Context: an optimization exercise on an open-source flow, tuned for small area, a short achievable clock period and few clock cycles per item. The choices shown serve that exercise and are no tape-out recipe. The RTL was checked by simulation tests, not by an equivalence proof against the original design.

==> v31: inputs <==
==> flow/design.v (excerpt) <==
module conv_stream_mac
#(
    parameter int DATA_W = 8,
    parameter int KSIZE  = 4,
    parameter int OUT_W  = 16
) (
    input  logic                          clk,
    input  logic                          rst,
    input  logic                          k_valid,
    output logic                          k_ready,
    input  logic [DATA_W-1:0]             k_data,
    input  logic                          in_valid,
    output logic                          in_ready,
    input  logic [KSIZE*KSIZE*DATA_W-1:0] in_window,
    input  logic                          relu_en,
    output logic                          out_valid,
    input  logic                          out_ready,
    output logic [OUT_W-1:0]              out_data,
    output logic                          out_neg,
    output logic                          kernel_ok
);
    logic [3:0]   cnt;
    logic [10:0]  kneg;
    logic [175:0] kern;
  ...
Settings: LEC_CHECK=0, ABC_AREA=1, CAP_MARGIN=20, CORE_MARGIN=2, CORE_UTILIZATION=60, SETUP_SLACK_MARGIN=2.5, SLEW_MARGIN=20, SYNTH_HIERARCHICAL=1; clock period 5.5 ns.
standard.sh (not shown) runs the stock make flow with config.mk's settings and CLKGATE_MAP_FILE= SYNTH_SCRIPT=/design/flow/synth_recipe.tcl, a recipe that flattens the netlist after the stock synthesis.
==> flow/flow/run.sh <==
#!/bin/bash
# Standard layout with two changes: the port buffers are buf_2 cells instead
# of the default choice (a slow delay buffer), and clock tree synthesis builds
# the tree from clkbuf_8 cells without dummy loads.
set -euo pipefail
export BUFFER_PORTS_ARGS="-buffer_cell sky130_fd_sc_hd__buf_2"
export CTS_ARGS="-sink_clustering_enable -repair_clock_nets -dont_use_dummy_load -buf_list sky130_fd_sc_hd__clkbuf_8"
bash standard.sh > standard_flow.log 2>&1
==> v11: changes against v31 <==
--- a/flow/config.mk
+++ b/flow/config.mk
@@ -9,6 +9,6 @@
 export CAP_MARGIN = 20
 export CORE_MARGIN = 2
 export CORE_UTILIZATION = 60
-export SETUP_SLACK_MARGIN = 2.5
+export SETUP_SLACK_MARGIN = 2.7
 export SLEW_MARGIN = 20
 export SYNTH_HIERARCHICAL = 1
==> comparison table <==
| metric | v11 | v31 |
|---|---|---|
| Outcome | complete, no violations | complete, no violations |
| Clock network share of area | 3.52% | 3.53% |
| Number of cells in the finished layout apart from fillers | 4295 | 4292 |
| Global-route wire length before repair | 173 mm | 173 mm |
| Post-cts gate resize count | 3 | 0 |
| Worst clock skew | 102 ps | 102 ps |
| Fraction of cell area in non-clock buffers | 2.19% | 2.10% |
| Fin crit period | 2700 ps | 2820 ps |
| DR WL met3 | 9.70 mm | 10.1 mm |
| Worst slew margin relative to its limit | 30.2% | 31.5% |
Testbench counts of v31, summed over its fixed seeds: cycles 7,632, items 7,200.
Testbench counts of v11, summed over its fixed seeds: cycles 7,632, items 7,200.

* * *

==> inputs of maple <==
Starting RTL as in the previous note.
==> flow/config.mk <==
export PLATFORM = sky130hd
export DESIGN_NAME = conv_stream_mac
export DESIGN_NICKNAME = conv_stream_mac
export VERILOG_FILES = /design/flow/design.v
export SDC_FILE = /design/flow/constraint.sdc
export NUM_CORES = 4
export LEC_CHECK = 0
export ABC_AREA = 1
export CAP_MARGIN = 20
export CORE_MARGIN = 2
export CORE_UTILIZATION = 60
export SETUP_SLACK_MARGIN = 3.0
export SLEW_MARGIN = 20
export SYNTH_HIERARCHICAL = 1
==> flow/constraint.sdc <==
create_clock -name core_clock -period 5.5 [get_ports {clk}]
set_input_delay 1.1000 -clock core_clock [delete_from_list [all_inputs] [get_ports {clk}]]
set_output_delay 1.1000 -clock core_clock [all_outputs]
set_load 0.01 [all_outputs]
Scripts as last shown in full above: flow/flow/run.sh
==> inputs of willow, as changes to maple <==
==> flow/flow/run.sh (replaced) <==
#!/bin/bash
# Standard layout with two changes: the port buffers are buf_2 cells instead
# of the default choice (a slow delay buffer), and clock tree synthesis builds
# the tree from clkbuf_8 cells without dummy loads, up to 12 flip-flops per leaf buffer.
set -euo pipefail
export BUFFER_PORTS_ARGS="-buffer_cell sky130_fd_sc_hd__buf_2"
export CTS_ARGS="-sink_clustering_enable -repair_clock_nets -dont_use_dummy_load -buf_list sky130_fd_sc_hd__clkbuf_8 -sink_clustering_size 12 -sink_clustering_max_diameter 70"
bash standard.sh > standard_flow.log 2>&1
SETUP_SLACK_MARGIN = 2.7   (was 3.0)
==> notes <==
- maple finished with timing, DRC and antenna clean. willow produced a clean layout.
- Against maple, the final cell count of willow is lower by about 2.3%.
- Against willow, the via count of maple is larger by about 2.8%.
- In willow the critical path depth is higher than in maple, by 2.
- Of maple and willow, maple has the higher core utilization (gap 5.7 points).
- Non-clock buffer count: maple is higher than willow (65).
- In synthesized area, maple and willow do not differ.
- Sequential cell count is the same in willow and maple.
==> figures <==
|  | willow | maple |
|---|---|---|
| Ratio of final minimum period to clock period | 48.91% | 46.95% |
| Least-Margin Pin Slew | 1.029 ns | 1.137 ns |
| Global-route wire length before repair | 172300 um | 178700 um |
| Clock-pin transition on the worst setup and hold timing paths | 0.09 ns | 0.06 ns |
| Cell count after placement | 4179 | 4177 |
| Slowest CP cell | sky130_fd_sc_hd__fa_1 | sky130_fd_sc_hd__fa_2 |
| Run status | finished clean | finished clean |
| Logic depth of the worst setup path including buffers | 6 | 4 |
| Crit path to | cs1[4]$_DFF_P_ | cs2[28]$_DFF_P_ |
| Inserted Diodes | 2 | 1 |
| Layout filler cell count | 4915 | 4450 |
| Final HPWL from detailed placement | 95910 um | 96480 um |
| Critical hold path startpoint | cs2[1]$_DFF_P_ | cs2[7]$_DFF_P_ |
Testbench counts of maple, summed over its fixed seeds: cycles 7,632, items 7,200.
Testbench counts of willow, summed over its fixed seeds: cycles 7,632, items 7,200.

==> static timing again, ports no longer ideal <==
The results above use ideal ports. As a check the final layouts listed here were re-extracted and re-timed, cells and wires unchanged.
Step 1 assumes that a clkbuf_16 drives the clock port and a buf_2 every other input.
Step 2 adds t to the input delays and takes it off the output delays; t is the mean of the earliest and latest rising clock arrival at the registers after step 1. Input paths then give back, and output paths get back, about the clock's delay inside the block.
Slacks: ideal ports / drivers / drivers and shift; pairs: ideal ports / drivers.
| run | t, ns | setup WS [ns] | pins driven straight from the clock port |
|---|---|---|---|
| v31 | 0.773 | 2.677 / 2.609 / 2.161 | 1 |
| v11 | 0.771 | 2.800 / 2.732 / 2.188 | 1 |
| maple | 0.762 | 2.918 / 2.880 / 2.289 | 1 |
| willow | 0.708 | 2.810 / 2.750 / 2.233 | 1 |
After both steps every run listed still meets setup and hold. For maple, which loses most, drivers alone change the setup slack by -0.038 ns; drivers and shift together by -0.629 ns.
